From an optimization exercise on the open Yosys and OpenROAD flow, aimed at a short achievable clock period and few clock cycles; shortcuts taken in it are not production practice. In this exercise RTL edits were held to simulation tests only and were not proved equivalent to the original. Power is estimated from default activity; no workload was simulated.

===== design/flow/run.sh =====
#!/bin/bash
# synth_recipe.tcl (not shown) runs the flow's synth.tcl, then flattens the netlist and writes it again
# the make line also repeats each setting of config.mk as NAME=value (left out here)
make -C /OpenROAD-flow-scripts/flow DESIGN_CONFIG=/design/flow/config.mk WORK_HOME=/design/flow/orfs CLKGATE_MAP_FILE= SYNTH_SCRIPT=/design/flow/synth_recipe.tcl finish

===== design/flow/config.mk =====
export PLATFORM = sky130hd
export DESIGN_NAME = s64_core
export DESIGN_NICKNAME = s64_core
export VERILOG_FILES = /design/flow/design.v
export SDC_FILE = /design/flow/constraint.sdc
export NUM_CORES = 4
export LEC_CHECK = 0
export ABC_CLOCK_PERIOD_IN_PS = 3000
export CAP_MARGIN = 20
export CELL_PAD_IN_SITES_DETAIL_PLACEMENT = 1
export CELL_PAD_IN_SITES_GLOBAL_PLACEMENT = 2
export CORE_MARGIN = 2
export CORE_UTILIZATION = 40
export PLACE_DENSITY = 0.5
export SETUP_SLACK_MARGIN = 5
export SLEW_MARGIN = 20
export TNS_END_PERCENT = 10

===== design/flow/constraint.sdc =====
create_clock -name core_clock -period 10.0 [get_ports {clk_i}]
set_input_delay 2.0000 -clock core_clock [delete_from_list [all_inputs] [get_ports {clk_i}]]
set_output_delay 2.0000 -clock core_clock [all_outputs]
set_load 0.01 [all_outputs]

===== design/flow/design.v =====
module operand_stack #(
    parameter int W = 61
) (
    input  logic           clk_i,
    input  logic           rst_i,
    input  logic           push_i,
    input  logic           pop_i,
    input  logic [W-1:0]   dat_i,
    input  logic           load_i,
    input  logic [4*W-1:0] load_dat_i,
    output logic [W-1:0]   top_o,
    output logic [4*W-1:0] all_o
);
    logic [W-1:0] c0, c1, c2, c3;
    assign top_o = c0;
    assign all_o = {c3, c2, c1, c0};
    always_ff @(posedge clk_i) begin
        if (rst_i) begin
            c0 <= '0;
            c1 <= '0;
            c2 <= '0;
            c3 <= '0;
        end else if (load_i) begin
            {c3, c2, c1, c0} <= load_dat_i;
        end else if (push_i) begin
            c0 <= dat_i;
            c1 <= c0;
            c2 <= c1;
            c3 <= c2;
        end else if (pop_i) begin
            c0 <= c1;
            c1 <= c2;
            c2 <= c3;
        end
    end
endmodule
module ks_add #(
    parameter int W = 64
) (
    input  logic [W-1:0] a_i,
    input  logic [W-1:0] b_i,
    input  logic         cin_i,
    output logic [W-1:0] sum_o,
    output logic         cout_o
);
    localparam int L = (W <= 2) ? 1 : (W <= 4) ? 2 : (W <= 8) ? 3 : (W <= 16) ? 4 : (W <= 32) ? 5 : 6;
    logic [(L+1)*W-1:0] g;
    logic [(L+1)*W-1:0] p;
    logic [W-1:0]       p0;
    assign p0 = a_i ^ b_i;
    always_comb begin
        g = '0;
        p = '0;
        for (int i = 0; i < W; i++) begin
            g[i] = (a_i[i] & b_i[i]) | ((i == 0) ? (p0[0] & cin_i) : 1'b0);
            p[i] = p0[i];
        end
        for (int l = 1; l <= L; l++) begin
            for (int i = 0; i < W; i++) begin
                if (i >= (1 << (l-1))) begin
                    g[l*W+i] = g[(l-1)*W+i] | (p[(l-1)*W+i] & g[(l-1)*W+i-(1<<(l-1))]);
                    p[l*W+i] = p[(l-1)*W+i] & p[(l-1)*W+i-(1<<(l-1))];
                end else begin
                    g[l*W+i] = g[(l-1)*W+i];
                    p[l*W+i] = p[(l-1)*W+i];
                end
            end
        end
    end
    assign sum_o  = p0 ^ {g[L*W +: W-1], cin_i};
    assign cout_o = g[L*W+W-1];
endmodule
module inc_add #(
    parameter int W = 61
) (
    input  logic [W-1:0] a_i,
    output logic [W-1:0] sum_o
);
    logic c_unused;
    ks_add #(.W(W)) u_add (.a_i(a_i), .b_i('0), .cin_i(1'b1), .sum_o(sum_o), .cout_o(c_unused));
endmodule
module alu (
    input  logic [64-1:0] a_i,
    input  logic [64-1:0] b_i,
    input  logic [7:0]         op_i,
    output logic [64-1:0] res_o
);
    logic [64-1:0] sum;
    logic [64-1:0] diff;
    logic               carry;
    logic               c_unused;
    logic               lt_s;
    logic               eq;
    logic               bit0;
    ks_add #(.W(64)) u_add (.a_i(a_i), .b_i(b_i),  .cin_i(1'b0), .sum_o(sum),  .cout_o(c_unused));
    ks_add #(.W(64)) u_sub (.a_i(a_i), .b_i(~b_i), .cin_i(1'b1), .sum_o(diff), .cout_o(carry));
    assign lt_s = (a_i[64-1] ^ b_i[64-1]) ? a_i[64-1] : diff[64-1];
    assign eq   = a_i == b_i;
    assign bit0 = (op_i[5] & lt_s) | (op_i[6] & !carry) | (op_i[7] & eq);
    assign res_o = ({64{op_i[0]}} & sum)
                 | ({64{op_i[1]}} & diff)
                 | ({64{op_i[2]}} & (a_i ^ b_i))
                 | ({64{op_i[3]}}  & (a_i | b_i))
                 | ({64{op_i[4]}} & (a_i & b_i))
                 | {{(64-1){1'b0}}, bit0};
endmodule
module exec_unit (
    input  logic         run_i,      
    input  logic         adv_i,      
    input  logic [7:0]   k_i,        
    input  logic [7:0]   aop_i,      
    input  logic [63:0]  lit_i,
    input  logic [63:0]  rdata_i,
    input  logic [63:0]  z_i, y_i, x_i,
    input  logic [63:0]  c0_i, c1_i, c2_i, c3_i,
    output logic [63:0]  z_o, y_o, x_o,
    output logic [63:0]  c0_o, c1_o, c2_o, c3_o
);
    logic push, ld, st, bin, drop, litld, litst, litbin, nop;
    logic pushes, pops, alu, hold;
    logic [63:0] a, b;
    logic        s_xor, s_or, s_and;
    assign {litbin, litst, litld, drop, bin, st, ld, push} =
        k_i & {run_i, adv_i, adv_i, run_i, run_i, adv_i, adv_i, run_i};
    assign hold   = !adv_i || k_i == 8'd0;
    assign pushes = push | litld;
    assign pops   = bin | drop | litst;      
    assign alu    = bin | litbin;
    logic [63:0] sum1, diff1, sum2, diff2;
    logic        carry1, carry2, cu1, cu2;
    logic        lt1, lt2, eq1, eq2, b01, b02;
    logic        bin_add, bin_sub, lb_add, lb_sub;
    ks_add #(.W(64)) u_add1 (.a_i(y_i), .b_i(z_i),    .cin_i(1'b0), .sum_o(sum1),  .cout_o(cu1));
    ks_add #(.W(64)) u_sub1 (.a_i(y_i), .b_i(~z_i),   .cin_i(1'b1), .sum_o(diff1), .cout_o(carry1));
    ks_add #(.W(64)) u_add2 (.a_i(z_i), .b_i(lit_i),  .cin_i(1'b0), .sum_o(sum2),  .cout_o(cu2));
    ks_add #(.W(64)) u_sub2 (.a_i(z_i), .b_i(~lit_i), .cin_i(1'b1), .sum_o(diff2), .cout_o(carry2));
    assign lt1 = (y_i[63] ^ z_i[63]) ? y_i[63] : diff1[63];
    assign lt2 = (z_i[63] ^ lit_i[63]) ? z_i[63] : diff2[63];
    assign eq1 = y_i == z_i;
    assign eq2 = z_i == lit_i;
    assign b01 = (aop_i[5] & lt1) | (aop_i[6] & !carry1) | (aop_i[7] & eq1);
    assign b02 = (aop_i[5] & lt2) | (aop_i[6] & !carry2) | (aop_i[7] & eq2);
    assign a = bin ? y_i : z_i;              
    assign b = bin ? z_i : lit_i;
    assign bin_add = bin & aop_i[0];
    assign bin_sub = bin & aop_i[1];
    assign lb_add  = litbin & aop_i[0];
    assign lb_sub  = litbin & aop_i[1];
    assign s_xor   = alu & aop_i[2];
    assign s_or    = alu & aop_i[3];
    assign s_and   = alu & aop_i[4];
    function automatic logic [63:0] m(input logic s, input logic [63:0] v);
        m = {64{s}} & v;
    endfunction
    assign z_o  = m(bin_add, sum1) | m(bin_sub, diff1) | m(lb_add, sum2) | m(lb_sub, diff2)
                | {63'd0, (bin & b01) | (litbin & b02)}
                | m(s_xor, a ^ b) | m(s_or, a | b) | m(s_and, a & b)
                | m(push, lit_i) | m(ld | litld, rdata_i) | m(st, x_i)
                | m(drop | litst, y_i) | m(hold, z_i);
    assign y_o  = m(pushes, z_i) | m(ld | litbin | hold, y_i) | m(st, c0_i) | m(pops, x_i);
    assign x_o  = m(pushes, y_i) | m(ld | litbin | hold, x_i) | m(st, c1_i) | m(pops, c0_i);
    assign c0_o = m(pushes, x_i)  | m(ld | litbin | hold, c0_i) | m(st, c2_i) | m(pops, c1_i);
    assign c1_o = m(pushes, c0_i) | m(ld | litbin | hold, c1_i) | m(st, c3_i) | m(pops, c2_i);
    assign c2_o = m(pushes, c1_i) | m(ld | litbin | litst | hold, c2_i) | m(st | bin | drop, c3_i);
    assign c3_o = m(pushes | litbin | litst, c2_i) | m(ld | st | bin | drop | hold, c3_i);
endmodule
function automatic logic [5:0] op_lenu(input logic [3:0] op);
    case (op)
        4'd1:   op_lenu = 6'd2;
        4'd2:  op_lenu = 6'd4;
        4'd3:  op_lenu = 6'd8;
        4'd4: op_lenu = 6'd1;
        4'd5:  op_lenu = 6'd1;
        4'd6: op_lenu = 6'd1;
        4'd7:  op_lenu = 6'd3;
        default:    op_lenu = 6'd0;
    endcase
endfunction
module pkt_off (
    input  logic [63:0]  p_i,
    output logic [41:0]  off_o        
);
    logic [5:0] l [1:7];
    logic [5:0] p12, p34, p56, p14;
    always_comb begin
        for (int s = 1; s <= 7; s++)
            l[s] = op_lenu(p_i[63-4*s -: 4]);
        p12 = l[1] + l[2];
        p34 = l[3] + l[4];
        p56 = l[5] + l[6];
        p14 = p12 + p34;
        off_o = {p14 + p56, p14 + l[5], p14, p12 + l[3], p12, l[1], 6'd0};
    end
endmodule
module pkt_slots (
    input  logic [63:0]       p_i,
    input  logic [41:0]       off_i,      
    output logic [7*49-1:0]  slot_o      
);
    logic [2:0]  neff;
    logic [5:0]  o [1:7];
    logic [95:0] ext;
    logic [3:0]  op;
    logic [31:0] a;
    logic [3:0]  sb;
    logic [4:0]  kind;
    logic [7:0]  aop;
    logic [31:0] lit;
    logic        unc, call, ret;
    always_comb begin
        neff = (p_i[63:60] > 4'd7) ? 3'd7 : p_i[62:60];
        for (int s = 1; s <= 7; s++)
            o[s] = off_i[6*(s-1) +: 6];
        ext  = {32'd0, p_i};
        slot_o = '0;
        for (int s = 1; s <= 7; s++) begin
            op = p_i[63-4*s -: 4];
            a  = (o[s] >= 6'd16) ? 32'd0 : ext[{o[s][3:0], 2'b00} +: 32];
            sb   = a[3:0];
            kind = '0;
            aop  = '0;
            lit  = a;
            unc  = 1'b0;
            call = 1'b0;
            ret  = 1'b0;
            case (op)
                4'd1: begin
                    kind[0] = 1'b1;
                    lit = {{24{a[7]}}, a[7:0]};
                end
                4'd2: begin
                    kind[0] = 1'b1;
                    lit = {{16{a[15]}}, a[15:0]};
                end
                4'd3:  kind[0] = 1'b1;
                4'd5:  kind[1] = sb == 4'd3;
                4'd4: kind[2] = sb == 4'd3;
                4'd6: begin
                    case (sb)
                        4'd0:  aop[0]  = 1'b1;
                        4'd1:  aop[1]  = 1'b1;
                        4'd3:  aop[5]  = 1'b1;
                        4'd4: aop[6] = 1'b1;
                        4'd7:  aop[7]  = 1'b1;
                        4'd9:  aop[2]  = 1'b1;
                        4'd12:   aop[3]   = 1'b1;
                        4'd13:  aop[4]  = 1'b1;
                        default: ;
                    endcase
                    kind[3] = aop != 8'd0;
                end
                4'd7: begin
                    lit  = {23'd0, sb == 4'd0, a[11:4]};
                    kind[4] = sb == 4'd0 || sb == 4'd1;
                    unc  = sb == 4'd2 || sb == 4'd3;
                    call = sb == 4'd3;
                end
                4'd8: begin
                    unc = 1'b1;
                    ret = 1'b1;
                end
                default: ;
            endcase
            slot_o[49*(s-1) +: 49] = {kind, aop, lit, s <= neff, unc, call, ret};
        end
    end
endmodule
function automatic logic [6:0] slots_run(input logic [7*49-1:0] slot);
    logic seen;
    seen = 1'b0;
    for (int i = 0; i < 7; i++) begin
        slots_run[i] = slot[49*i + 3] && !seen;
        seen = seen | (slot[49*i + 3] && slot[49*i + 2]);
    end
endfunction
module pkt_uops (
    input  logic [7*49-1:0]  slot_i,
    output logic [7*48-1:0]  uop_o,      
    output logic [6:0]        emit_o
);
    logic [6:0]     run;
    logic [6:0]     is_push;
    logic [6:0]     is_part;
    logic [6:0]     is_uop;
    logic [6:0]     fuse;
    logic [4:0]     kd, nk;
    always_comb begin
        run = slots_run(slot_i);
        for (int i = 0; i < 7; i++) begin
            kd = slot_i[49*i + 44 +: 5];
            is_push[i] = kd[0] && run[i];
            is_part[i] = (kd[1] || kd[2] || kd[3]) && run[i];
            is_uop[i]  = (kd != 5'd0) && run[i];
        end
        for (int i = 0; i < 7; i++) begin
            fuse[i]   = (i < 6) ? (is_push[i] && is_part[(i+1)%7]) : 1'b0;
            emit_o[i] = is_uop[i] && !((i > 0) ? fuse[(i+6)%7] : 1'b0);
            kd = slot_i[49*i + 44 +: 5];
            nk = slot_i[49*((i+1)%7) + 44 +: 5];
            if (fuse[i])
                uop_o[48*i +: 48] = {nk[3], nk[2], nk[1], 5'd0, slot_i[49*((i+1)%7) + 36 +: 8], slot_i[49*i + 4 +: 32]};
            else
                uop_o[48*i +: 48] = {3'd0, kd, slot_i[49*i + 4 +: 40]};
        end
    end
endmodule
module pkt_pack (
    input  logic [7*48-1:0]  uop_i,
    input  logic [6:0]        emit_i,
    output logic [7*48-1:0]  u_o,
    output logic [6:0]        v_o         
);
    logic [7:0] ceq [0:7];    
    logic       le;
    always_comb begin
        ceq[0] = 8'd1;
        for (int i = 0; i < 7; i++)
            for (int j = 0; j < 8; j++)
                ceq[i+1][j] = (ceq[i][j] & !emit_i[i]) | ((j > 0) ? (ceq[i][(j+7)%8] & emit_i[i]) : 1'b0);
        u_o = '0;
        for (int j = 0; j < 7; j++)
            for (int i = j; i < 7; i++)
                u_o[48*j +: 48] = u_o[48*j +: 48] | ({48{emit_i[i] && ceq[i][j]}} & uop_i[48*i +: 48]);
        le = 1'b0;
        for (int j = 0; j < 7; j++) begin
            le = le | ceq[7][j];           
            v_o[j] = (j == 0) || !le;
        end
    end
endmodule
module pkt_xfer (
    input  logic [7*49-1:0]  slot_i,
    output logic              call_o,
    output logic              ret_o,
    output logic              jmp_o,      
    output logic [7:0]        off_o
);
    logic [6:0] run;
    always_comb begin
        run    = slots_run(slot_i);
        call_o = 1'b0;
        ret_o  = 1'b0;
        jmp_o  = 1'b0;
        off_o  = 8'd0;
        for (int i = 0; i < 7; i++) begin
            if (run[i] && slot_i[49*i + 2]) begin
                ret_o  = ret_o | slot_i[49*i + 0];
                call_o = call_o | slot_i[49*i + 1];
                jmp_o  = jmp_o | !slot_i[49*i + 0];
                off_o  = off_o | slot_i[49*i + 4 +: 8];
            end
        end
    end
endmodule
module pkt_next (
    input  logic                 ret_i,
    input  logic                 jmp_i,
    input  logic [7:0]           off_i,
    input  logic [61-1:0]  pa_i,
    input  logic [61-9:0]  pa_hi_inc_i,    
    input  logic [61-1:0]  npa_i,          
    input  logic [61-1:0]  ras_top_i,
    output logic [61-1:0]  next_o
);
    logic [8:0] lo;
    ks_add #(.W(8)) u_lo (.a_i(pa_i[7:0]), .b_i(off_i), .cin_i(1'b0), .sum_o(lo[7:0]), .cout_o(lo[8]));
    always_comb begin
        if (ret_i)
            next_o = ras_top_i;
        else if (jmp_i)
            next_o = {lo[8] ? pa_hi_inc_i : pa_i[61-1:8], lo[7:0]};
        else
            next_o = npa_i;
    end
endmodule
module pkt_fast (
    input  logic [63:0]          p_i,
    input  logic [61-1:0]  pa_i,
    input  logic [61-9:0]  pa_hi_inc_i,
    input  logic [61-1:0]  npa_i,
    input  logic [61-1:0]  ras_top_i,
    output logic                 ctl_o,       
    output logic                 fast_o,
    output logic [61-1:0]  next_o,
    output logic                 call_o,
    output logic                 ret_o
);
    logic [2:0]  neff;
    logic [3:0]  op;
    logic        seen;       
    logic        opnd;       
    logic        first_ret, first_jmp, later;
    logic [3:0]  sb;
    logic [8:0]  lo;
    ks_add #(.W(8)) u_lo (.a_i(pa_i[7:0]), .b_i(p_i[11:4]), .cin_i(1'b0), .sum_o(lo[7:0]), .cout_o(lo[8]));
    always_comb begin
        neff      = (p_i[63:60] > 4'd7) ? 3'd7 : p_i[62:60];
        seen      = 1'b0;
        opnd      = 1'b0;
        first_ret = 1'b0;
        first_jmp = 1'b0;
        later     = 1'b0;
        for (int s = 1; s <= 7; s++) begin
            op = p_i[63-4*s -: 4];
            if (s <= neff) begin
                if (op == 4'd8 || op == 4'd7) begin
                    if (seen) later = 1'b1;
                    else if (op == 4'd8) first_ret = 1'b1;
                    else if (!opnd) first_jmp = 1'b1;
                    seen = 1'b1;
                end
                if (op >= 4'd1 && op <= 4'd7) opnd = 1'b1;
            end
        end
        ctl_o  = seen;
        sb     = p_i[3:0];
        ret_o  = first_ret;
        call_o = first_jmp && sb == 4'd3;
        fast_o = first_ret || (first_jmp && (sb == 4'd2 || sb == 4'd3 || !later));
        if (first_ret)
            next_o = ras_top_i;
        else if (first_jmp && (sb == 4'd2 || sb == 4'd3))
            next_o = {lo[8] ? pa_hi_inc_i : pa_i[61-1:8], lo[7:0]};
        else
            next_o = npa_i;
    end
endmodule
module s64_core (
    input  logic                clk_i,
    input  logic                rst_i,
    input  logic                ack_i,
    input  logic [64-1:0]  dat_i,
    output logic [61-1:0] adr_o,
    output logic                cyc_o,
    output logic                we_o,
    output logic                vpa_o,
    output logic [64-1:0]  dat_o
);
    localparam int QN = 5;
    localparam int QW = 7*48 + 7 + 61 + (61-8) + 2;
    logic                cyc_q, we_q, vpa_q;
    logic [61-1:0] adr_q;
    logic [63:0]         dat_q;
    logic                bk_f, bk_s, bk_l;    
    logic                fpend;      
    logic [61-1:0] fpc;
    logic                pn_pend;    
    logic                f_disc;     
    logic                r0_v;
    logic                r0_slow;
    logic [63:0]         r0_p;
    logic [41:0]         r0_off;
    logic [61-1:0] r0_pa, r0_npa;
    logic [61-9:0] r0_hi;
    logic                r_v;
    logic [7*48-1:0]    r_uop;
    logic [6:0]          r_emit;
    logic [61-1:0] r_pa, r_npa;
    logic [61-9:0] r_hi;
    logic [QN-1:0]       qv;
    logic [QN*QW-1:0]    q;
    logic                sb_v;
    logic [61-1:0] sb_a;
    logic [63:0]         sb_d;
    logic [7*48-1:0]    eu;
    logic [6:0]          ev;
    logic [61-1:0] e_pa;
    logic [61-9:0] e_hi;       
    logic                e_call, e_ret;
    logic [63:0]         x, y, z, c0, c1, c2, c3;
    logic bus_free, f_ack, l_ack;
    assign cyc_o = cyc_q;
    assign adr_o = adr_q;
    assign we_o  = we_q;
    assign vpa_o = vpa_q;
    assign dat_o = dat_q;
    assign bus_free = !cyc_q || ack_i;
    assign f_ack    = cyc_q && bk_f && ack_i;
    assign l_ack    = cyc_q && bk_l && ack_i;
    logic [7:0]          k, k1;
    logic [7:0]          aop;
    logic [31:0]         lit32;
    logic [63:0]         lit, lit1;
    logic                is_ld, is_st;
    logic                st_direct, st_ok;
    logic                adv, taken, flush, e_fin;
    logic [61-1:0] st_adr;
    logic [63:0]         st_dat;
    logic [63:0]         nz, ny, nx, nc0, nc1, nc2, nc3;
    logic [8:0]          tlo;
    logic [61-1:0] tgt;
    logic [61-1:0] e_npa;
    assign k     = eu[47:40];
    assign aop   = eu[39:32];
    assign lit32 = eu[31:0];
    assign lit   = {{32{lit32[31]}}, lit32};
    assign k1    = eu[48 + 40 +: 8];
    assign lit1  = {{32{eu[48 + 31]}}, eu[48 +: 32]};
    assign is_ld = k[1] | k[5];
    assign is_st = k[2] | k[6];
    assign st_adr    = k[6] ? lit[63:3] : z[63:3];
    assign st_dat    = k[6] ? z : y;
    assign st_direct = ev[0] && is_st && !sb_v && bus_free;
    assign st_ok     = !sb_v || bus_free;
    always_comb begin
        if (!ev[0])     adv = 1'b0;
        else if (is_ld) adv = l_ack;
        else if (is_st) adv = st_ok;
        else            adv = 1'b1;
    end
    assign taken = k[4] && (lit32[8] ? (z != 64'd0) : (z == 64'd0));
    assign flush = adv && taken;
    assign e_fin = adv && !ev[1] && !flush;
    ks_add #(.W(8)) u_tlo (.a_i(e_pa[7:0]), .b_i(lit32[7:0]), .cin_i(1'b0), .sum_o(tlo[7:0]), .cout_o(tlo[8]));
    assign tgt = {tlo[8] ? e_hi : e_pa[61-1:8], tlo[7:0]};
    exec_unit u_exec (
        .run_i(ev[0]), .adv_i(adv), .k_i(k), .aop_i(aop), .lit_i(lit), .rdata_i(dat_i),
        .z_i(z), .y_i(y), .x_i(x), .c0_i(c0), .c1_i(c1), .c2_i(c2), .c3_i(c3),
        .z_o(nz), .y_o(ny), .x_o(nx), .c0_o(nc0), .c1_o(nc1), .c2_o(nc2), .c3_o(nc3)
    );
    always_ff @(posedge clk_i) begin
        if (rst_i) begin
            {x, y, z, c0, c1, c2, c3} <= '0;
        end else begin
            {x, y, z, c0, c1, c2, c3} <= {nx, ny, nz, nc0, nc1, nc2, nc3};
        end
    end
    logic                ld_now, ld_next;
    logic [61-1:0] ld_adr;
    assign ld_now  = ev[0] && is_ld && !(cyc_q && bk_l);
    assign ld_next = adv && !taken && ev[1] && k1[5] && !is_st;
    assign ld_adr  = ld_now ? (k[5] ? lit[63:3] : z[63:3]) : lit1[63:3];
    logic [7*49-1:0]    arr_slot;
    logic                pre_ctl;
    logic                arrive;
    logic                f_known;
    logic [61-1:0] f_addr;
    logic [61-1:0] adr_inc;
    logic [61-9:0] adr_hi_inc;
    logic                room;
    logic [61-1:0] pn_next;
    logic                pn_call, pn_ret;
    logic                pn;
    logic [61-1:0] fras_top;
    logic [4*61-1:0] aras_all;
    logic [61-1:0] aras_top;
    logic [41:0]         arr_off;
    logic [7*48-1:0]    arr_uop;
    logic [6:0]          arr_emit;
    pkt_off   u_off   (.p_i(dat_i), .off_o(arr_off));
    pkt_slots u_slots (.p_i(r0_p), .off_i(r0_off), .slot_o(arr_slot));
    pkt_uops  u_uops  (.slot_i(arr_slot), .uop_o(arr_uop), .emit_o(arr_emit));
    logic                fast, fast_call, fast_ret, a_fast;
    logic [61-1:0] fast_next;
    pkt_fast u_fast (
        .p_i(dat_i), .pa_i(adr_q), .pa_hi_inc_i(adr_hi_inc), .npa_i(adr_inc), .ras_top_i(fras_top),
        .ctl_o(pre_ctl), .fast_o(fast), .next_o(fast_next), .call_o(fast_call), .ret_o(fast_ret)
    );
    assign a_fast = arrive && pre_ctl && fast;
    inc_add #(.W(61))   u_ainc (.a_i(adr_q), .sum_o(adr_inc));
    inc_add #(.W(61-8)) u_hinc (.a_i(adr_q[61-1:8]), .sum_o(adr_hi_inc));
    logic                x_call, x_ret, x_jmp;
    logic [7:0]          x_off;
    logic                r_xcall, r_xret, r_xjmp;
    logic [7:0]          r_xoff;
    pkt_xfer u_xfer (.slot_i(arr_slot), .call_o(x_call), .ret_o(x_ret), .jmp_o(x_jmp), .off_o(x_off));
    assign pn_call = r_xcall;
    assign pn_ret  = r_xret;
    pkt_next u_next (
        .ret_i(r_xret), .jmp_i(r_xjmp), .off_i(r_xoff), .pa_i(r_pa), .pa_hi_inc_i(r_hi),
        .npa_i(r_npa), .ras_top_i(fras_top), .next_o(pn_next)
    );
    assign arrive  = f_ack && !f_disc && !flush;
    assign pn      = pn_pend && !flush;
    assign f_known = flush || (arrive && !pre_ctl) || a_fast || pn_pend || fpend;
    always_comb begin
        if (flush)                   f_addr = tgt;
        else if (arrive && !pre_ctl) f_addr = adr_inc;
        else if (a_fast)             f_addr = fast_next;
        else if (pn_pend)            f_addr = pn_next;
        else                         f_addr = fpc;
    end
    always_comb begin
        case ({1'b0, r_v} + {1'b0, r0_v} + {1'b0, arrive})
            2'd0:    room = !qv[QN-1];
            2'd1:    room = !qv[QN-2];
            2'd2:    room = !qv[QN-3];
            default: room = !qv[QN-4];
        endcase
    end
    logic c_sb, c_st, c_ld, c_f;
    assign c_sb = sb_v;
    assign c_st = !c_sb && st_direct;
    assign c_ld = !c_sb && !c_st && !sb_v && (ld_now || ld_next);
    assign c_f  = !c_sb && !c_st && !c_ld && f_known && room;
    always_ff @(posedge clk_i) begin
        if (rst_i) begin
            cyc_q <= 1'b0;
            bk_f  <= 1'b0;
            bk_s  <= 1'b0;
            bk_l  <= 1'b0;
        end else if (bus_free) begin
            cyc_q <= c_sb || c_st || c_ld || c_f;
            bk_s  <= c_sb || c_st;
            bk_l  <= c_ld;
            bk_f  <= c_f;
        end
    end
    always_ff @(posedge clk_i) begin
        if (bus_free) begin
            we_q  <= c_sb || c_st;
            vpa_q <= c_f;
            if (c_sb) begin
                adr_q <= sb_a;
                dat_q <= sb_d;
            end else if (c_st) begin
                adr_q <= st_adr;
                dat_q <= st_dat;
            end else if (c_ld) begin
                adr_q <= ld_adr;
            end else begin
                adr_q <= f_addr;
            end
        end
    end
    always_ff @(posedge clk_i) begin
        if (rst_i) begin
            sb_v <= 1'b0;
        end else if (adv && is_st && !st_direct) begin
            sb_v <= 1'b1;
            sb_a <= st_adr;
            sb_d <= st_dat;
        end else if (bus_free && c_sb) begin
            sb_v <= 1'b0;
        end
    end
    always_ff @(posedge clk_i) begin
        if (arrive) begin
            r0_p    <= dat_i;
            r0_off  <= arr_off;
            r0_slow <= pre_ctl && !fast;
            r0_pa   <= adr_q;
            r0_npa  <= adr_inc;
            r0_hi   <= adr_hi_inc;
        end
        r_uop  <= arr_uop;
        r_emit <= arr_emit;
        r_xcall <= x_call;
        r_xret  <= x_ret;
        r_xjmp  <= x_jmp;
        r_xoff  <= x_off;
        r_pa   <= r0_pa;
        r_npa  <= r0_npa;
        r_hi   <= r0_hi;
        if (rst_i) begin
            fpend   <= 1'b1;
            fpc     <= 61'h1C00_0000_0000_0000;
            pn_pend <= 1'b0;
            f_disc  <= 1'b0;
            r_v     <= 1'b0;
            r0_v    <= 1'b0;
        end else begin
            r0_v    <= arrive;
            r_v     <= r0_v && !flush;
            fpend   <= f_known && !(bus_free && c_f);
            fpc     <= f_addr;
            pn_pend <= r0_v && r0_slow && !flush;
            if (flush)
                f_disc <= cyc_q && bk_f && !ack_i;
            else if (f_ack)
                f_disc <= 1'b0;
        end
    end
    logic                e_free;
    logic                deq, take_r, r_to_q;
    logic [QW-1:0]       q_in;
    logic [7*48-1:0]    dec_u;
    logic [6:0]          dec_v;
    logic [7*48-1:0]    q_u0;
    logic [6:0]          q_v0;
    logic [61-1:0] q_pa0;
    logic [61-9:0] q_hi0;
    logic                q_call0, q_ret0;
    pkt_pack u_pack (
        .uop_i(r_uop), .emit_i(r_emit), .u_o(dec_u), .v_o(dec_v)
    );
    assign q_in = {dec_u, dec_v, r_pa, r_hi, r_xcall, r_xret};
    logic [QN-1:0]       q_hd, q_tl;
    logic [QW-1:0]       q_head;
    always_comb begin
        q_head = '0;
        for (int e = 0; e < QN; e++)
            q_head = q_head | ({QW{q_hd[e]}} & q[QW*e +: QW]);
    end
    assign {q_u0, q_v0, q_pa0, q_hi0, q_call0, q_ret0} = q_head;
    assign e_free = !ev[0] || (adv && !ev[1]);
    assign deq    = e_free && qv[0] && !flush;
    assign take_r = e_free && !qv[0] && r_v && !flush;
    assign r_to_q = r_v && !take_r && !flush;
    always_ff @(posedge clk_i) begin
        if (rst_i) begin
            q_hd <= {{(QN-1){1'b0}}, 1'b1};
            q_tl <= {{(QN-1){1'b0}}, 1'b1};
        end else if (flush) begin
            q_tl <= q_hd;
        end else begin
            if (deq)    q_hd <= {q_hd[QN-2:0], q_hd[QN-1]};
            if (r_to_q) q_tl <= {q_tl[QN-2:0], q_tl[QN-1]};
        end
        if (rst_i || flush)
            qv <= '0;
        else if (deq && !r_to_q)
            qv <= qv >> 1;
        else if (r_to_q && !deq)
            qv <= {qv[QN-2:0], 1'b1};
        for (int e = 0; e < QN; e++)
            if (r_to_q && q_tl[e])
                q[QW*e +: QW] <= q_in;
    end
    always_ff @(posedge clk_i) begin
        if (rst_i || flush) begin
            ev <= '0;
        end else if (deq) begin
            eu     <= q_u0;
            ev     <= q_v0;
            e_pa   <= q_pa0;
            e_hi   <= q_hi0;
            e_call <= q_call0;
            e_ret  <= q_ret0;
        end else if (take_r) begin
            eu     <= dec_u;
            ev     <= dec_v;
            e_pa   <= r_pa;
            e_hi   <= r_hi;
            e_call <= r_xcall;
            e_ret  <= r_xret;
        end else if (adv) begin
            eu <= eu >> 48;
            ev <= ev >> 1;
        end
    end
    inc_add #(.W(61)) u_einc (.a_i(e_pa), .sum_o(e_npa));
    operand_stack #(.W(61)) u_aras (
        .clk_i     (clk_i),
        .rst_i     (rst_i),
        .push_i    (e_fin && e_call),
        .pop_i     (e_fin && e_ret),
        .dat_i     (e_npa),
        .load_i    (1'b0),
        .load_dat_i('0),
        .top_o     (aras_top),
        .all_o     (aras_all)
    );
    operand_stack #(.W(61)) u_fras (
        .clk_i     (clk_i),
        .rst_i     (rst_i),
        .push_i    ((pn && pn_call) || (a_fast && fast_call)),
        .pop_i     ((pn && pn_ret) || (a_fast && fast_ret)),
        .dat_i     (pn ? r_npa : adr_inc),
        .load_i    (flush),
        .load_dat_i(aras_all),
        .top_o     (fras_top),
        .all_o     ()
    );
endmodule

==> key figures, run 1 <==
Min path
  – Worst hold path class: flop to flop
  – Hold_sp: r0_npa[50]
  – Hold Path Stages: 0

Pwr
  – Pwr per Cell Area: ~220 nW/um^2
  – Max VDD drop: between 0.00015 and 0.0002 V
  – Leak: 90.96 nW
  – Tot Pwr: between 50 and 60 mW

Logic synthesis
  – Seq cells post-synth: just under 5k
  – Number of distinct library cells after synthesis: 104
  – Yosys warns: 17
  – Sequential area share after synthesis: 55.98%
  – EDFF count, synth: about 3.2k
  – Leading area contributor after synthesis: edfxtp_1
  – Net Count, Synth: 21.85k
  – Synth top area cells: edfxtp_1 (42%), dfxtp_1 (14%), a222oi_1 (4.6%)
  – Post-Synthesis Cell Area: 230200 sq um
  – Primary FF master, synth: edfxtp_1
  – Syn Inst Count: approximately 21k
  – Synth top area share: a little over two fifths
  – Syn Area/Cell: roughly 11 sq um
  – Ys async rst share: 0%

Placed design
  – # placed instances: approximately 28k
  – Placer's final routability congestion estimate: 0.9892
  – Port buffer count: around 190
  – Hpwl dp: 749900 um

Floorplan
  – Ports: a little under 200
  – Starting Density: ~40%
  – Core ar.: between 500000 and 600000 sq um
  – Site Rows: around 280
  – Chip height: about 760 um
  – Die W: ~760 um
  – Die Area: between 500000 and 600000 sq um

STA
  – Final hold violations: 0
  – Layout Skew: approximately 0.12 ns
  – Slew @ Worst Pin: 1.342 ns
  – Setup tns final: 0 ns
  – Achievable Freq: ~190 MHz
  – RSZ-0062 raised after global routing: yes
  – Period utilization: 53.13%
  – Crit path time final: approximately 5.3 ns
  – Max_slew headroom: just over 10%
  – Final hold slack: ~0.31 ns
  – Slew Viols, Final: 0
  – Final setup fails: 0

Worst setup path
  – Crit. End Element: flop
  – Critical path peak fanout: between 50 and 60
  – CP Launch Type: input port
  – Crit Path Class: input port to flop
  – CP top delay family: compound AO/OA/AOI/OAI gates
  – Slowest CP cell: o21ai_0
  – CP most frequent cell: o21ai_0
  – Critical Path Stages: 12
  – Max stage delay on crit path: just over 1 ns
  – Worst r2r src: r_emit[0]
  – R2R depth: 14
  – Critical Path AT: 6.06 ns
  – Buf/Inv on CP: 4
  – CP Cell Sequence: clkdlybuf4s50_1, and3_1, o21a_2, o21ai_2, buf_4, o21ai_0, nand2_1, nor3b_2, buf_6, buf_12, mux2i_1, o21ai_0
  – Crit path required time: 10.74 ns
  – Crit path launch: ack_i

Routing
  – Total number of vias: approximately 200k
  – Final wirelength: ~1100000 um
  – Drt wl/cell: 38.96 um
  – Drt pass-1 iters: 14
  – Drt drc: 0
  – DRT antenna net count: 0
  – DR iter-0 viols: 25.83k
  – Via-per-instance ratio: roughly 6.7

Status
  – Outcome: complete, no violations

Final layout
  – # nets final: 21.62k
  – Most frequent cells in the layout: edfxtp_1 (3249), nand2_1 (2547), nor2_1 (1619)
  – Final Util: a little under half
  – Regs by FF count: q: 2275 flops, eu: 333 flops, r_uop: 333 flops
  – Ratio of cells with drive above 1 in the final layout: 12.10%
  – Area growth syn-to-layout: 14.97%
  – Number of flip-flops in the largest register: 2275
  – Fill cells: around 60k
  – Non-Filler Instances: approximately 30k
  – Commonest non-fill, non-tap cell in the layout: edfxtp_1
  – Largest reg by FF count: q

Clocking
  – Post-CTS Hold Buffers: 0
  – CTS buffer count: about 560
  – Worst-path clk slew: 0.06 ns
  – CTS root buf: clkbuf_16
  – Clock buffer depth: 4
  – Clk Latency, worst-skew pair: 1.16 ns
  – Clock sink count: just under 5k
  – CTS tree: built
  – Htree depth: 6

Global routing
  – Total track usage: 37.34%
  – Total gr overflow: 0
  – Largest net degree at the start of global routing: about 160
  – First-pass GRT wire length: about 1600000 um
  – Vias in the first global route: 190.6k
  – Initial antenna violation count: around 110

Flow run
  – Max-cap viol count: 0
[kinds of logic after synthesis]
family,count (synthesis),synth area share (%)
adder cells (fa/ha/maj),462,2.566
XOR/XNOR,319,1.214
AND/OR/NAND/NOR,5602,10.44
AO/OA/AOI/OAI,6837,21.32
multiplexers,823,4.378
buffers and inverters,2467,4.097
flip-flops,4811,55.98
[worst paths after layout]
| kind | to | slack, ns |
|---|---|---|
| max | eu[70] | 4.69 |
| min | r_npa[50] | 0.31 |
| max reg2reg | eu[70] | 4.71 |
| min reg2reg | r_npa[50] | 0.31 |
[through the flow]
stage / instance area, sq um / worst slack [ns]
after global routing: 264500 / 4.730
after global placement: 241400 / 1.957
final: 264600 / 4.687
after floorplan: 230300 / 1.290
after detailed placement: 241400 / 1.914
after CTS: 262400 / 4.674
[Yosys cell counts (all sizes together), types with 46 or more instances]
| cell type | instances |
|---|---|
| buf | 299 |
| o31ai | 61 |
| a21boi | 107 |
| ha | 444 |
| nor4 | 74 |
| a221o | 406 |
| xnor2 | 211 |
| a221oi | 127 |
| a211oi | 276 |
| nand3 | 423 |
| a311oi | 250 |
| o21bai | 80 |
| a22oi | 603 |
| a222oi | 1049 |
| o221ai | 76 |
| mux2i | 488 |
| nor2 | 1656 |
| o22ai | 124 |
| dfxtp | 1562 |
| or2 | 51 |
| mux2 | 209 |
| a21o | 190 |
| o2111ai | 46 |
| and3 | 112 |
| inv | 522 |
| o21ai | 962 |
| o211ai | 236 |
| or3 | 49 |
| nor3 | 167 |
| mux4 | 126 |
| nand2 | 2574 |
| edfxtp | 3249 |
| a21oi | 1635 |
| and2 | 67 |
| a22o | 57 |
| nand2b | 65 |
| clkbuf | 1635 |
| nand4 | 106 |
| a31oi | 280 |
| nor2b | 132 |
| xor2 | 108 |
[routing by layer]
metal / up-vias / track usage (%) / wire length (um)
met5: - / 0 / 183
met4: 26 / 21.56 / 78570
met3: 2253 / 6.633 / 89800
met2: 9412 / 58.29 / 512200
met1: 101478 / 48.91 / 457500
li1: 82011 / - / -
[report_power, final]
part,internal (mW),switching (mW)
clock network,11.7,9.00
registers,22.1,1.01
logic,4.03,9.38
total,37.8,19.4
[worst reg2reg max path, stage by stage, from the launching register on]
cell and delay, ns:
dfxtp_2 0.65, inv_1 0.21, ha_1 0.39, nand2b_1 0.13, nor2_1 0.17, a21o_1 0.14, a21oi_1 0.16, nor2_1 0.13
nor2_1 0.07, nor2_4 0.42, buf_4 0.53, buf_4 0.43, a221o_1 0.35, mux2i_1 0.10, o21ai_0 1.03
[final cells by class]
cell class                      instances  area (sq um)  share of cell area [%]
Tap cell                             7560          9459                   3.575
Sequential cell                      4811        128900                   48.73
Antenna cell                          103         257.7                 0.09741
Clock buffer                          736         15120                   5.715
Timing Repair inverter                  1         8.758                0.003310
Timing Repair Buffer                 1125         11140                   4.211
Inverter                              533          2063                  0.7798
Clock inverter                        287          3173                   1.199
Multi-Input combinational cell      14059         94450                   35.69
[repair_timing]
action	CTS	global route
setup buffers	107	80
gates cloned	26	11
pin swaps	40	55
gates resized for setup	340	252
setup endpoints to repair	4013	2332
Testbench counts, summed over its fixed seeds: cycles 99,500.
==> inputs of run 2 (changes only) <==
--- a/design/flow/design.v
+++ b/design/flow/design.v
@@ -35,4 +35,41 @@
     end
 endmodule
+module fetch_ras #(
+    parameter int W = 61
+) (
+    input  logic           clk_i,
+    input  logic           rst_i,
+    input  logic           push_i,
+    input  logic           pop_i,
+    input  logic [W-1:0]   dat_i,
+    input  logic           restore_i,
+    input  logic [4*W-1:0] alt_i,
+    output logic [W-1:0]   top_o
+);
+    logic [W-1:0] c0, c1, c2, c3;
+    logic [W-1:0] b0, b1, b2, b3;
+    assign {b3, b2, b1, b0} = restore_i ? alt_i : {c3, c2, c1, c0};
+    assign top_o = b0;
+    always_ff @(posedge clk_i) begin
+        if (rst_i) begin
+            c0 <= '0;
+            c1 <= '0;
+            c2 <= '0;
+            c3 <= '0;
+        end else if (push_i) begin
+            c0 <= dat_i;
+            c1 <= b0;
+            c2 <= b1;
+            c3 <= b2;
+        end else if (pop_i) begin
+            c0 <= b1;
+            c1 <= b2;
+            c2 <= b3;
+            c3 <= b3;
+        end else begin
+            {c3, c2, c1, c0} <= {b3, b2, b1, b0};
+        end
+    end
+endmodule
 module ks_add #(
     parameter int W = 64
@@ -114,4 +151,6 @@
     input  logic [63:0]  z_i, y_i, x_i,
     input  logic [63:0]  c0_i, c1_i, c2_i, c3_i,
+    input  logic         zz_i,       
+    output logic         zz_o,       
     output logic [63:0]  z_o, y_o, x_o,
     output logic [63:0]  c0_o, c1_o, c2_o, c3_o
@@ -150,4 +189,18 @@
     assign s_or    = alu & aop_i[3];
     assign s_and   = alu & aop_i[4];
+    function automatic logic sum_zero(input logic [63:0] a, input logic [63:0] b);
+        sum_zero = ((a ^ b) ^ {(a[62:0] | b[62:0]), 1'b0}) == 64'd0;
+    endfunction
+    logic s_cmp, cmpb, eqs, orz, andz;
+    assign s_cmp = alu & (aop_i[5] | aop_i[6] | aop_i[7]);
+    assign cmpb  = bin ? b01 : b02;
+    assign eqs   = bin ? eq1 : eq2;
+    assign orz   = (bin ? (y_i == 64'd0) : (lit_i == 64'd0)) & (z_i == 64'd0);
+    assign andz  = (bin ? (y_i & z_i) : (z_i & lit_i)) == 64'd0;
+    assign zz_o = (bin_add & sum_zero(y_i, z_i)) | (bin_sub & eq1)
+                | (lb_add & sum_zero(z_i, lit_i)) | (lb_sub & eq2)
+                | (s_cmp & !cmpb) | (s_xor & eqs) | (s_or & orz) | (s_and & andz)
+                | (push & (lit_i == 64'd0)) | ((ld | litld) & (rdata_i == 64'd0))
+                | (st & (x_i == 64'd0)) | ((drop | litst) & (y_i == 64'd0)) | (hold & zz_i);
     function automatic logic [63:0] m(input logic s, input logic [63:0] v);
         m = {64{s}} & v;
@@ -469,4 +522,6 @@
     logic                e_call, e_ret;
     logic [63:0]         x, y, z, c0, c1, c2, c3;
+    logic                zz;         
+    logic                nzz;
     logic bus_free, f_ack, l_ack;
     assign cyc_o = cyc_q;
@@ -509,5 +564,5 @@
         else            adv = 1'b1;
     end
-    assign taken = k[4] && (lit32[8] ? (z != 64'd0) : (z == 64'd0));
+    assign taken = k[4] && (lit32[8] ? !zz : zz);
     assign flush = adv && taken;
     assign e_fin = adv && !ev[1] && !flush;
@@ -517,4 +572,5 @@
         .run_i(ev[0]), .adv_i(adv), .k_i(k), .aop_i(aop), .lit_i(lit), .rdata_i(dat_i),
         .z_i(z), .y_i(y), .x_i(x), .c0_i(c0), .c1_i(c1), .c2_i(c2), .c3_i(c3),
+        .zz_i(zz), .zz_o(nzz),
         .z_o(nz), .y_o(ny), .x_o(nx), .c0_o(nc0), .c1_o(nc1), .c2_o(nc2), .c3_o(nc3)
     );
@@ -522,6 +578,8 @@
         if (rst_i) begin
             {x, y, z, c0, c1, c2, c3} <= '0;
+            zz <= 1'b1;
         end else begin
             {x, y, z, c0, c1, c2, c3} <= {nx, ny, nz, nc0, nc1, nc2, nc3};
+            zz <= nzz;
         end
     end
@@ -752,5 +810,7 @@
         .all_o     (aras_all)
     );
-    operand_stack #(.W(61)) u_fras (
+    logic ras_restore;
+    always_ff @(posedge clk_i) ras_restore <= !rst_i && flush;
+    fetch_ras #(.W(61)) u_fras (
         .clk_i     (clk_i),
         .rst_i     (rst_i),
@@ -758,8 +818,7 @@
         .pop_i     ((pn && pn_ret) || (a_fast && fast_ret)),
         .dat_i     (pn ? r_npa : adr_inc),
-        .load_i    (flush),
-        .load_dat_i(aras_all),
-        .top_o     (fras_top),
-        .all_o     ()
+        .restore_i (ras_restore),
+        .alt_i     (aras_all),
+        .top_o     (fras_top)
     );
 endmodule
==> design/flow/flow/run.sh (new file) <==
#!/bin/bash
# The standard layout (synthesis and every step are the standard flow's own, run by
# standard.sh), with two changes to how it is made:
# - timing repair aims at a shorter period than the design's clock:
#   SETUP_SLACK_MARGIN 5.7 asks for 5.7 ns of slack on the 10 ns clock;
# - global routing counts less of met1 and met2 as free (flow/fastroute.tcl),
#   which eases detailed routing of this dense design.
set -euo pipefail
bash standard.sh SETUP_SLACK_MARGIN=5.7 FASTROUTE_TCL="$PWD/flow/fastroute.tcl" finish > standard_flow.log 2>&1
==> design/flow/flow/fastroute.tcl (new file) <==
# Global routing layers: less of met1 and met2 counted as free, so that
# global routing moves more wiring up to met3 and met4
set_global_routing_layer_adjustment met1 0.5
set_global_routing_layer_adjustment met2 0.35
set_global_routing_layer_adjustment met3-met5 0.2

set_routing_layers -clock $::env(MIN_CLK_ROUTING_LAYER)-$::env(MAX_ROUTING_LAYER)
set_routing_layers -signal $::env(MIN_ROUTING_LAYER)-$::env(MAX_ROUTING_LAYER)
==> design/flow/standard.sh (new file) <==
#!/bin/bash
# synth_recipe.tcl (not shown) runs the flow's synth.tcl, then flattens the netlist and writes it again
# the make line also repeats each setting of config.mk as NAME=value (left out here)
make -C /OpenROAD-flow-scripts/flow DESIGN_CONFIG=/design/flow/config.mk WORK_HOME=/design/flow/orfs CLKGATE_MAP_FILE= SYNTH_SCRIPT=/design/flow/synth_recipe.tcl "${@:-finish}"
--- a/design/flow/config.mk
+++ b/design/flow/config.mk
@@ -13,5 +13,4 @@
 export CORE_UTILIZATION = 40
 export PLACE_DENSITY = 0.5
-export SETUP_SLACK_MARGIN = 5
 export SLEW_MARGIN = 20
 export TNS_END_PERCENT = 10
removed: design/flow/run.sh
==> run 2 against run 1 <==
Effect of this change: still clean on timing, DRC and antenna; via count grew 1.3%; core utilization grew 1.3 points; routed wire length grew 7.8%; register-to-register slack gained 0.32 ns; design area grew 4.9%; clock-buffer cell count shrank 5; die area grew 1.9%; first-iteration DRC count shrank 33%; flip-flop and latch count grew 2; clock skew grew 0.00064 ns; largest power group unchanged; highest routed layer unchanged.
==> key figures, run 2 <==
Floorplan
  – Site Rows: 281 (was 278)
  – Starting Density: 40.10% (was 40.15%)
  – Ports: 195 (unchanged)
  – Chip height: 769.8 um (was 762.5 um)
  – Die W: 769.8 um (was 762.5 um)
  – Die Area: 592600 sq um (was 581500 sq um)
  – Core ar.: 585000 sq um (was 573200 sq um)

Worst setup path
  – Crit path required time: 10.87 ns (was 10.74 ns)
  – Slowest CP cell: clkdlybuf4s50_1 (was o21ai_0)
  – Max stage delay on crit path: 0.90 ns (was 1.03 ns)
  – CP most frequent cell: nor4_1 (was o21ai_0)
  – R2R depth: 24 (was 14)
  – Critical path peak fanout: 3 (was 59)
  – Crit Path Class: input port to flop (unchanged)
  – Critical Path AT: 5.91 ns (was 6.06 ns)
  – Crit. End Element: flop (unchanged)
  – CP Cell Sequence: clkdlybuf4s50_1, nor4_1, nand4_1, nor4_1, a32oi_1, nand2_1, a31oi_1, o21ai_0, nor3_2, o311ai_4 (was clkdlybuf4s50_1, and3_1, o21a_2, o21ai_2, buf_4, o21ai_0, nand2_1, nor3b_2, buf_6, buf_12, mux2i_1, o21ai_0)
  – FF-to-FF setup slack: 5.03 ns (was 4.71 ns)
  – CP Launch Type: input port (unchanged)

Routing
  – Final wirelength: 1227000 um (was 1138000 um)
  – Drt drc: 0 (unchanged)
  – DRT antenna net count: 0 (unchanged)
  – Drt wl/cell: 41.16 um (was 38.96 um)
  – Drt pass-1 iters: 13 (was 14)
  – Via-per-instance ratio: 6.630 (was 6.681)
  – DR WL met3: 169900 um (was 89800 um)
  – Routed wl met2: 492200 um (was 512200 um)
  – DR iter-0 viols: 17.22k (was 25.83k)
  – Total number of vias: 197.7k (was 195.2k)
  – Metal1 wirelength: 426100 um (was 457500 um)
  – Highest routed metal layer: met5 (unchanged)

Pwr
  – Leak: 97.85 nW (was 90.96 nW)
  – Max VDD drop: 0.0002052 V (was 0.0001706 V)
  – Pwr per Cell Area: 215.9 nW/um^2 (was 216.1 nW/um^2)
  – Reg power frac: 37.9% (was 40.4%)
  – P_int: 38.87 mW (was 37.78 mW)
  – NetSw: 21.04 mW (was 19.39 mW)
  – Sw Share: 35.13% (was 33.92%)
  – Clock share of power: 34.3% (was 36.2%)
  – Comb pwr share: 27.8% (was 23.5%)

Final layout
  – Area growth syn-to-layout: 18.30% (was 14.97%)
  – Number of flip-flops in the largest register: 2275 (unchanged)
  – Ratio of cells with drive above 1 in the final layout: 16.48% (was 12.10%)
  – Commonest non-fill, non-tap cell in the layout: edfxtp_1 (unchanged)
  – # nets final: 22.11k (was 21.62k)
  – Largest reg by FF count: q (unchanged)
  – Regs by FF count: q: 2275 flops, eu: 333 flops, r_uop: 333 flops (unchanged)
  – Non-Filler Instances: 29.81k (was 29.22k)
  – Most frequent cells in the layout: edfxtp_1 (3249), nand2_1 (1991), dfxtp_1 (1521) (was edfxtp_1 (3249), nand2_1 (2547), nor2_1 (1619))
  – Final Util: 47.43% (was 46.16%)

STA
  – Layout Skew: 0.1214 ns (was 0.1208 ns)
  – Slew Viols, Final: 0 (unchanged)
  – Achievable Freq: 198.5 MHz (was 188.2 MHz)
  – Max_slew headroom: 9.276% (was 10.13%)
  – Final hold violations: 0 (unchanged)
  – Final setup fails: 0 (unchanged)
  – RSZ-0062 raised after global routing: yes (unchanged)
  – Period utilization: 50.37% (was 53.13%)
  – Crit path time final: 5.037 ns (was 5.313 ns)
  – Slew @ Worst Pin: 1.347 ns (was 1.342 ns)

Logic synthesis
  – Sequential area share after synthesis: 54.94% (was 55.98%)
  – Cell with the most instances after synthesis: edfxtp_1 (unchanged)
  – Synth top area cells: edfxtp_1 (42%), dfxtp_1 (13%), a222oi_1 (4.8%) (was edfxtp_1 (42%), dfxtp_1 (14%), a222oi_1 (4.6%))
  – Primary FF master, synth: edfxtp_1 (unchanged)
  – Post-Synthesis Cell Area: 234600 sq um (was 230200 sq um)
  – Syn Inst Count: 21.25k (was 21.32k)
  – Seq cells post-synth: 4813 (was 4811)
  – Number of distinct library cells after synthesis: 93 (was 104)
  – Yosys warns: 18 (was 17)
  – Syn Area/Cell: 11.04 sq um (was 10.79 sq um)
  – EDFF count, synth: 3249 (unchanged)
  – Most frequent cells after synthesis: edfxtp_1 (3249), nand2_1 (2020), clkbuf_1 (1700) (was edfxtp_1 (3249), nand2_1 (2573), nor2_1 (1654))
  – Net Count, Synth: 21.90k (was 21.85k)
  – Synth top area share: 41.59% (was 42.39%)
  – Leading area contributor after synthesis: edfxtp_1 (unchanged)
  – Ys async rst share: 0% (unchanged)

Clocking
  – Htree depth: 6 (unchanged)
  – Clk Latency, worst-skew pair: 1.15 ns (was 1.16 ns)
  – CTS root buf: clkbuf_16 (unchanged)
  – Clock sink count: 4813 (was 4811)
  – Worst-path clk slew: 0.06 ns (about the same)
  – Post-CTS Hold Buffers: 0 (unchanged)
  – CTS tree: built (unchanged)
  – Clock buffer depth: 4 (unchanged)
  – CTS buffer count: 553 (was 557)

Global routing
  – Total track usage: 48.67% (was 37.34%)
  – Total gr overflow: 0 (unchanged)
  – First-pass GRT wire length: 1669000 um (was 1559000 um)
  – Vias in the first global route: 205.0k (was 190.6k)
  – Largest net degree at the start of global routing: 177 (was 159)
  – Initial antenna violation count: 131 (was 106)

Placed design
  – # placed instances: 28.02k (was 27.86k)
  – Hpwl dp: 811600 um (was 749900 um)
  – Placer's final routability congestion estimate: 1.061 (was 0.9892)
  – Port buffer count: 194 (unchanged)

Min path
  – Worst hold path class: flop to flop (unchanged)
  – Hold Path Stages: 0 (unchanged)

Status
  – Outcome: complete, no violations (unchanged)

Flow run
  – Max-cap viol count: 0 (unchanged)
-- run 2: changes by cell type after synthesis, moves of 97 or more --
cell / previous run / this run
a211oi_1: 275 / 390
a21oi_1: 1633 / 1519
a311oi_1: 250 / 35
ha_1: 444 / 570
mux2i_1: 488 / 609
mux4_2: 126 / 223
nand2_1: 2573 / 2020
nand3_1: 423 / 308
nor2_1: 1654 / 1517
nor4_1: 73 / 170
-- run 2: final cells by class --
cell class / count / area (sq um)
inverters: 624 / 2625
repair inverters: 3 / 21.27
repair buffers: 1558 / 16250
diodes: 120 / 300.3
clock inverters: 281 / 2927
clock buffers: 731 / 15220
well taps: 7782 / 9737
fillers: 60748 / 307500
multi-input cells: 13902 / 101500
flip-flops and latches: 4813 / 129000
-- run 2: metal layers --
layer  GRT usage [%]  up-vias
met5           2.305        -
met4           38.06      108
met3           24.59     4350
met2           67.35    10841
met1           66.48    99183
li1                -    83176
-- run 2: power by group through the flow --
stage	Combinational [mW]	Sequential, mW	Clock (mW)
floorplan	7.15	22.9	0
detailed placement	13.7	23.2	0
global placement	13.7	23.2	0
CTS	14.9	22.8	20.8
global route	17.3	22.7	21.5
finish	16.7	22.7	20.5
-- run 2: final timing paths --
| check | end | start |
|---|---|---|
| max | zz | dat_i[14] |
| min | r_pa[4] | r0_pa[4] |
| max reg2reg | z[63] | z[9] |
| min reg2reg | r_pa[4] | r0_pa[4] |
-- run 2: cells by family after synthesis --
group	share of synthesized area [%]
AND/OR/NAND/NOR	9.438
buffers and inverters	4.136
AO/OA/AOI/OAI	20.81
adder cells (fa/ha/maj)	3.185
multiplexers	6.026
flip-flops	54.94
XOR/XNOR	1.464
-- run 2: repair_timing --
action / in CTS / in global routing
endpoints found under the setup margin: 4836 / 3548
setup buffers: 294 / 293
pin swaps: 130 / 180
endpoints found under the hold margin: 0 / 0
resized for setup: 869 / 779
cloned: 39 / 24
-- run 2: stage by stage --
stage | hold WS (ns) | power, mW | setup WS (ns) | area [sq um] | setup TNS, ns
2_1_floorplan | 0.3233 | 30.03 | -0.7648 | 234700 | -1454.26
3_3_place_gp | 0.3234 | 36.90 | 1.835 | 246100 | 0
3_5_place_dp | 0.3279 | 36.95 | 1.860 | 246100 | 0
4_1_cts | 0.3003 | 58.46 | 5.039 | 270700 | 0
5_1_grt | 0.3027 | 61.52 | 4.838 | 277300 | 0
6_report | 0.3054 | 59.91 | 4.963 | 277500 | 0
-- run 2: worst max-delay path: cells and delay by family --
family,cells,cell delay (ns)
AO/OA/AOI/OAI,4,1.46
buffers and inverters,1,0.90
AND/OR/NAND/NOR,5,1.52
Testbench counts of run 2, summed over its fixed seeds: cycles 99,500.
==> inputs of run 3 (changes only) <==
--- a/design/flow/design.v
+++ b/design/flow/design.v
@@ -143,6 +143,4 @@
 endmodule
 module exec_unit (
-    input  logic         run_i,      
-    input  logic         adv_i,      
     input  logic [7:0]   k_i,        
     input  logic [7:0]   aop_i,      
@@ -160,7 +158,6 @@
     logic [63:0] a, b;
     logic        s_xor, s_or, s_and;
-    assign {litbin, litst, litld, drop, bin, st, ld, push} =
-        k_i & {run_i, adv_i, adv_i, run_i, run_i, adv_i, adv_i, run_i};
-    assign hold   = !adv_i || k_i == 8'd0;
+    assign {litbin, litst, litld, drop, bin, st, ld, push} = k_i;
+    assign hold   = k_i == 8'd0;
     assign pushes = push | litld;
     assign pops   = bin | drop | litst;      
@@ -494,4 +491,5 @@
     logic                cyc_q, we_q, vpa_q;
     logic [61-1:0] adr_q;
+    logic [61-1:0] fa_q;       
     logic [63:0]         dat_q;
     logic                bk_f, bk_s, bk_l;    
@@ -530,7 +528,7 @@
     assign vpa_o = vpa_q;
     assign dat_o = dat_q;
-    assign bus_free = !cyc_q || ack_i;
-    assign f_ack    = cyc_q && bk_f && ack_i;
-    assign l_ack    = cyc_q && bk_l && ack_i;
+    assign bus_free = !(bk_f || bk_s || bk_l) || ack_i;
+    assign f_ack    = bk_f && ack_i;
+    assign l_ack    = bk_l && ack_i;
     logic [7:0]          k, k1;
     logic [7:0]          aop;
@@ -570,5 +568,5 @@
     assign tgt = {tlo[8] ? e_hi : e_pa[61-1:8], tlo[7:0]};
     exec_unit u_exec (
-        .run_i(ev[0]), .adv_i(adv), .k_i(k), .aop_i(aop), .lit_i(lit), .rdata_i(dat_i),
+        .k_i(k), .aop_i(aop), .lit_i(lit), .rdata_i(dat_i),
         .z_i(z), .y_i(y), .x_i(x), .c0_i(c0), .c1_i(c1), .c2_i(c2), .c3_i(c3),
         .zz_i(zz), .zz_o(nzz),
@@ -579,5 +577,5 @@
             {x, y, z, c0, c1, c2, c3} <= '0;
             zz <= 1'b1;
-        end else begin
+        end else if (adv) begin
             {x, y, z, c0, c1, c2, c3} <= {nx, ny, nz, nc0, nc1, nc2, nc3};
             zz <= nzz;
@@ -586,5 +584,5 @@
     logic                ld_now, ld_next;
     logic [61-1:0] ld_adr;
-    assign ld_now  = ev[0] && is_ld && !(cyc_q && bk_l);
+    assign ld_now  = ev[0] && is_ld && !bk_l;
     assign ld_next = adv && !taken && ev[1] && k1[5] && !is_st;
     assign ld_adr  = ld_now ? (k[5] ? lit[63:3] : z[63:3]) : lit1[63:3];
@@ -612,10 +610,10 @@
     logic [61-1:0] fast_next;
     pkt_fast u_fast (
-        .p_i(dat_i), .pa_i(adr_q), .pa_hi_inc_i(adr_hi_inc), .npa_i(adr_inc), .ras_top_i(fras_top),
+        .p_i(dat_i), .pa_i(fa_q), .pa_hi_inc_i(adr_hi_inc), .npa_i(adr_inc), .ras_top_i(fras_top),
         .ctl_o(pre_ctl), .fast_o(fast), .next_o(fast_next), .call_o(fast_call), .ret_o(fast_ret)
     );
     assign a_fast = arrive && pre_ctl && fast;
-    inc_add #(.W(61))   u_ainc (.a_i(adr_q), .sum_o(adr_inc));
-    inc_add #(.W(61-8)) u_hinc (.a_i(adr_q[61-1:8]), .sum_o(adr_hi_inc));
+    inc_add #(.W(61))   u_ainc (.a_i(fa_q), .sum_o(adr_inc));
+    inc_add #(.W(61-8)) u_hinc (.a_i(fa_q[61-1:8]), .sum_o(adr_hi_inc));
     logic                x_call, x_ret, x_jmp;
     logic [7:0]          x_off;
@@ -679,4 +677,5 @@
             end else begin
                 adr_q <= f_addr;
+                fa_q  <= f_addr;
             end
         end
@@ -698,5 +697,5 @@
             r0_off  <= arr_off;
             r0_slow <= pre_ctl && !fast;
-            r0_pa   <= adr_q;
+            r0_pa   <= fa_q;
             r0_npa  <= adr_inc;
             r0_hi   <= adr_hi_inc;
@@ -725,5 +724,5 @@
             pn_pend <= r0_v && r0_slow && !flush;
             if (flush)
-                f_disc <= cyc_q && bk_f && !ack_i;
+                f_disc <= bk_f && !ack_i;
             else if (f_ack)
                 f_disc <= 1'b0;
==> run 3 against run 2 <==
Effect of this change: total power is 10% higher; worst hold slack better by 0.013 ns; area after synthesis is 1.7% higher; flip-flop and latch count is 62 higher; design area is 1.4% higher; die area is 1.7% higher; combinational power is 16% higher; highest routed layer unchanged.
==> key figures, run 3 <==
Floorplan
  – Ports: 195 (unchanged)
  – Core ar.: 593800 sq um (was 585000 sq um)
  – Site Rows: 283 (was 281)
  – Starting Density: 40.16% (was 40.10%)
  – Die Area: 602400 sq um (was 592600 sq um)
  – Die W: 776.1 um (was 769.8 um)
  – Chip height: 776.1 um (was 769.8 um)

Global routing
  – First-pass GRT wire length: 1792000 um (was 1669000 um)
  – Vias in the first global route: 210.1k (was 205.0k)
  – Initial antenna violation count: 218 (was 131)
  – Largest net degree at the start of global routing: 172 (was 177)
  – Total track usage: 51.98% (was 48.67%)
  – Total gr overflow: 0 (unchanged)

Worst setup path
  – CP Cell Sequence: inv_1, ha_1, xnor2_1, nor4_1, nand4_1, nor4_1, a221oi_2, nand4_1, nor3_1, a21oi_1 (was clkdlybuf4s50_1, nor4_1, nand4_1, nor4_1, a32oi_1, nand2_1, a31oi_1, o21ai_0, nor3_2, o311ai_4)
  – FF-to-FF setup slack: 4.79 ns (was 5.03 ns)
  – Slowest CP cell: dfxtp_2 (was clkdlybuf4s50_1)
  – Crit Path Class: flop to flop (was input port to flop)
  – Setup crit end: zz (unchanged)
  – Crit path launch: z[58] (was dat_i[14])
  – Crit. End Element: flop (unchanged)
  – Critical Path Stages: 10 (unchanged)
  – CP top delay family: simple AND/OR/NAND/NOR gates (unchanged)
  – Buf/Inv on CP: 1 (unchanged)
  – Critical Path AT: 6.24 ns (was 5.91 ns)
  – Max stage delay on crit path: 0.95 ns (was 0.90 ns)
  – FF-to-FF End: zz (was z[63])
  – Crit path required time: 11.03 ns (was 10.87 ns)
  – Critical path peak fanout: 12 (was 3)
  – R2R depth: 10 (was 24)
  – Worst r2r src: z[58] (was z[9])
  – CP Launch Type: flop (was input port)

Logic synthesis
  – Seq cells post-synth: 4875 (was 4813)
  – Syn Area/Cell: 10.90 sq um (was 11.04 sq um)
  – Net Count, Synth: 22.53k (was 21.90k)
  – Synth top area cells: edfxtp_1 (42%), dfxtp_1 (13%), a222oi_1 (4.4%) (was edfxtp_1 (42%), dfxtp_1 (13%), a222oi_1 (4.8%))
  – Syn Inst Count: 21.87k (was 21.25k)
  – EDFF count, synth: 3310 (was 3249)
  – Number of distinct library cells after synthesis: 111 (was 93)
  – Sequential area share after synthesis: 54.82% (was 54.94%)
  – Synth top area share: 41.68% (was 41.59%)
  – Post-Synthesis Cell Area: 238500 sq um (was 234600 sq um)
  – Yosys warns: 18 (unchanged)
  – Ys async rst share: 0% (unchanged)
  – Leading area contributor after synthesis: edfxtp_1 (unchanged)
  – Primary FF master, synth: edfxtp_1 (unchanged)
  – Most frequent cells after synthesis: edfxtp_1 (3310), nor2_1 (2091), nand2_1 (1853) (was edfxtp_1 (3249), nand2_1 (2020), clkbuf_1 (1700))
  – Cell with the most instances after synthesis: edfxtp_1 (unchanged)

Flow run
  – Max-cap viol count: 0 (unchanged)

Final layout
  – # nets final: 22.68k (was 22.11k)
  – Commonest non-fill, non-tap cell in the layout: edfxtp_1 (unchanged)
  – Largest reg by FF count: q (unchanged)
  – Fill cells: 62.01k (was 60.75k)
  – Most frequent cells in the layout: edfxtp_1 (3310), nor2_1 (2016), nand2_1 (1831) (was edfxtp_1 (3249), nand2_1 (1991), dfxtp_1 (1521))
  – Area growth syn-to-layout: 18.02% (was 18.30%)
  – Ratio of cells with drive above 1 in the final layout: 16.04% (was 16.48%)
  – Number of flip-flops in the largest register: 2275 (unchanged)
  – Final Instance Area: 281400 sq um (was 277500 sq um)
  – Non-Filler Instances: 30.49k (was 29.81k)
  – Regs by FF count: q: 2275 flops, eu: 333 flops, r_uop: 333 flops (unchanged)

Routing
  – DRT antenna net count: 0 (unchanged)
  – DR iter-0 viols: 18.76k (was 17.22k)
  – Final wirelength: 1322000 um (was 1227000 um)
  – Drt wl/cell: 43.35 um (was 41.16 um)
  – Via-per-instance ratio: 6.704 (was 6.630)
  – Total number of vias: 204.4k (was 197.7k)
  – Drt drc: 0 (unchanged)
  – Drt pass-1 iters: 14 (was 13)

STA
  – Crit path time final: 5.213 ns (was 5.037 ns)
  – Achievable Freq: 191.8 MHz (was 198.5 MHz)
  – Slew @ Worst Pin: 1.331 ns (was 1.347 ns)
  – Period utilization: 52.13% (was 50.37%)
  – Layout Skew: 0.08658 ns (was 0.1214 ns)
  – Final hold violations: 0 (unchanged)
  – Slew Viols, Final: 0 (unchanged)
  – Final setup fails: 0 (unchanged)
  – RSZ-0062 raised after global routing: yes (unchanged)
  – Setup tns final: 0 ns (unchanged)
  – Max_slew headroom: 10.60% (was 9.276%)

Clocking
  – CTS tree: built (unchanged)
  – Clk Latency, worst-skew pair: 1.17 ns (was 1.15 ns)
  – Htree depth: 6 (unchanged)
  – Post-CTS Hold Buffers: 0 (unchanged)
  – Clock sink count: 4875 (was 4813)
  – CTS root buf: clkbuf_16 (unchanged)
  – Worst-path clk slew: 0.07 ns (was 0.06 ns)
  – Clock buffer depth: 4 (unchanged)
  – CTS buffer count: 557 (was 553)

Pwr
  – Pwr per Cell Area: 234.5 nW/um^2 (was 215.9 nW/um^2)
  – Leak: 98.47 nW (was 97.85 nW)
  – Tot Pwr: 66.00 mW (was 59.91 mW)
  – Max VDD drop: 0.0002634 V (was 0.0002052 V)

Placed design
  – Hpwl dp: 887300 um (was 811600 um)
  – Port buffer count: 194 (unchanged)
  – Placer's final routability congestion estimate: 1.071 (was 1.061)
  – Area of placed instances: 250300 sq um (was 246100 sq um)
  – # placed instances: 28.70k (was 28.02k)

Status
  – Outcome: complete, no violations (unchanged)

Min path
  – Hold_sp: r0_npa[45] (was r0_pa[4])
  – Worst hold path class: flop to flop (unchanged)
run 3: cell families after synthesis:
kind of cell | Yosys count | synth area share (%)
compound gates | 6775 | 20.42
xor+xnor | 420 | 1.543
fa+ha+maj | 587 | 3.133
buf+inv | 2664 | 4.292
flops | 4875 | 54.82
mux | 983 | 5.501
simple gates | 5570 | 10.30
run 3: layout make-up:
cell class                      instances  area [sq um]  area share, %
Clock buffer                          766         15330          5.447
Inverter                              667          2703         0.9603
Multi-Input combinational cell      14358        102700          36.49
Antenna cell                          174         435.4         0.1547
Clock inverter                        248          2760         0.9807
Tap cell                             7837          9806          3.484
Timing Repair Buffer                 1565         16880          5.998
Sequential cell                      4875        130800          46.48
run 3: routing by layer:
metal | GRT usage, % | wire length (um) | up-vias
met5 | 3.256 | 3646 | -
met4 | 40.33 | 142100 | 181
met3 | 31.60 | 209300 | 4437
met2 | 68.69 | 513800 | 11996
met1 | 69.12 | 452900 | 102775
li1 | - | - | 85013
run 3: worst min-delay path by stage:
stage | slack, ns | depth (start not counted) | end
finish | 0.32 | 0 | r_npa[45]
global route | 0.33 | 0 | r_pa[4]
floorplan | 0.32 | 0 | r_hi[0]
CTS | 0.32 | 0 | r_hi[28]
global placement | 0.32 | 0 | r_hi[28]
detailed placement | 0.33 | 0 | r_hi[14]
run 3: what timing repair did:
| item | CTS | global route |
|---|---|---|
| setup buffers | 386 | 120 |
| gates resized for setup | 1083 | 460 |
| endpoints found under the hold margin | 0 | 0 |
| pin swaps | 232 | 108 |
| endpoints found under the setup margin | 5840 | 4909 |
| gates cloned | 69 | 12 |
run 3: metrics by stage:
step                      hold slack, ns  setup slack [ns]  utilization [%]
final                             0.3182             4.787            47.40
after global routing              0.3277             4.742            47.36
after CTS                         0.3184             4.961            46.73
after detailed placement          0.3279             2.125            42.14
after global placement            0.3236             2.077            42.12
after floorplan                   0.3233             1.411                -
run 3: power by group:
group          internal [mW]  switching (mW)  leakage, nW  total [mW]
clock network           11.6            9.06         8.75        20.6
logic                   5.93            13.5         46.8        19.4
registers               23.6            2.34         42.9        26.0
total                   41.1            24.9         98.5        66.0
Testbench counts of run 3, summed over its fixed seeds: cycles 99,500.

separate check: timing with driven ports:
How much do the figures lean on ideal ports? The routed layouts below were timed once more, with nothing changed but the port constraints. Step 1: set_driving_cell puts a clkbuf_16 on clk_i and a buf_2 on each other input, an assumption about the parent block. Step 2, shift: input delay + t, output delay - t, t = (earliest + latest rising clock arrival at the registers) / 2. This alone moves slack from input paths to output paths. a / b / c = ideal / step 1 / step 2; a / b = the first two.
run | shift t [ns] | slack for setup (ns)
run 1 | 1.246 | 4.687 / 4.538 / 3.292
run 2 | 1.227 | 4.963 / 5.026 / 3.847
run 3 | 1.280 | 4.787 / 4.787 / 3.892
After both steps every run listed still meets setup and hold.
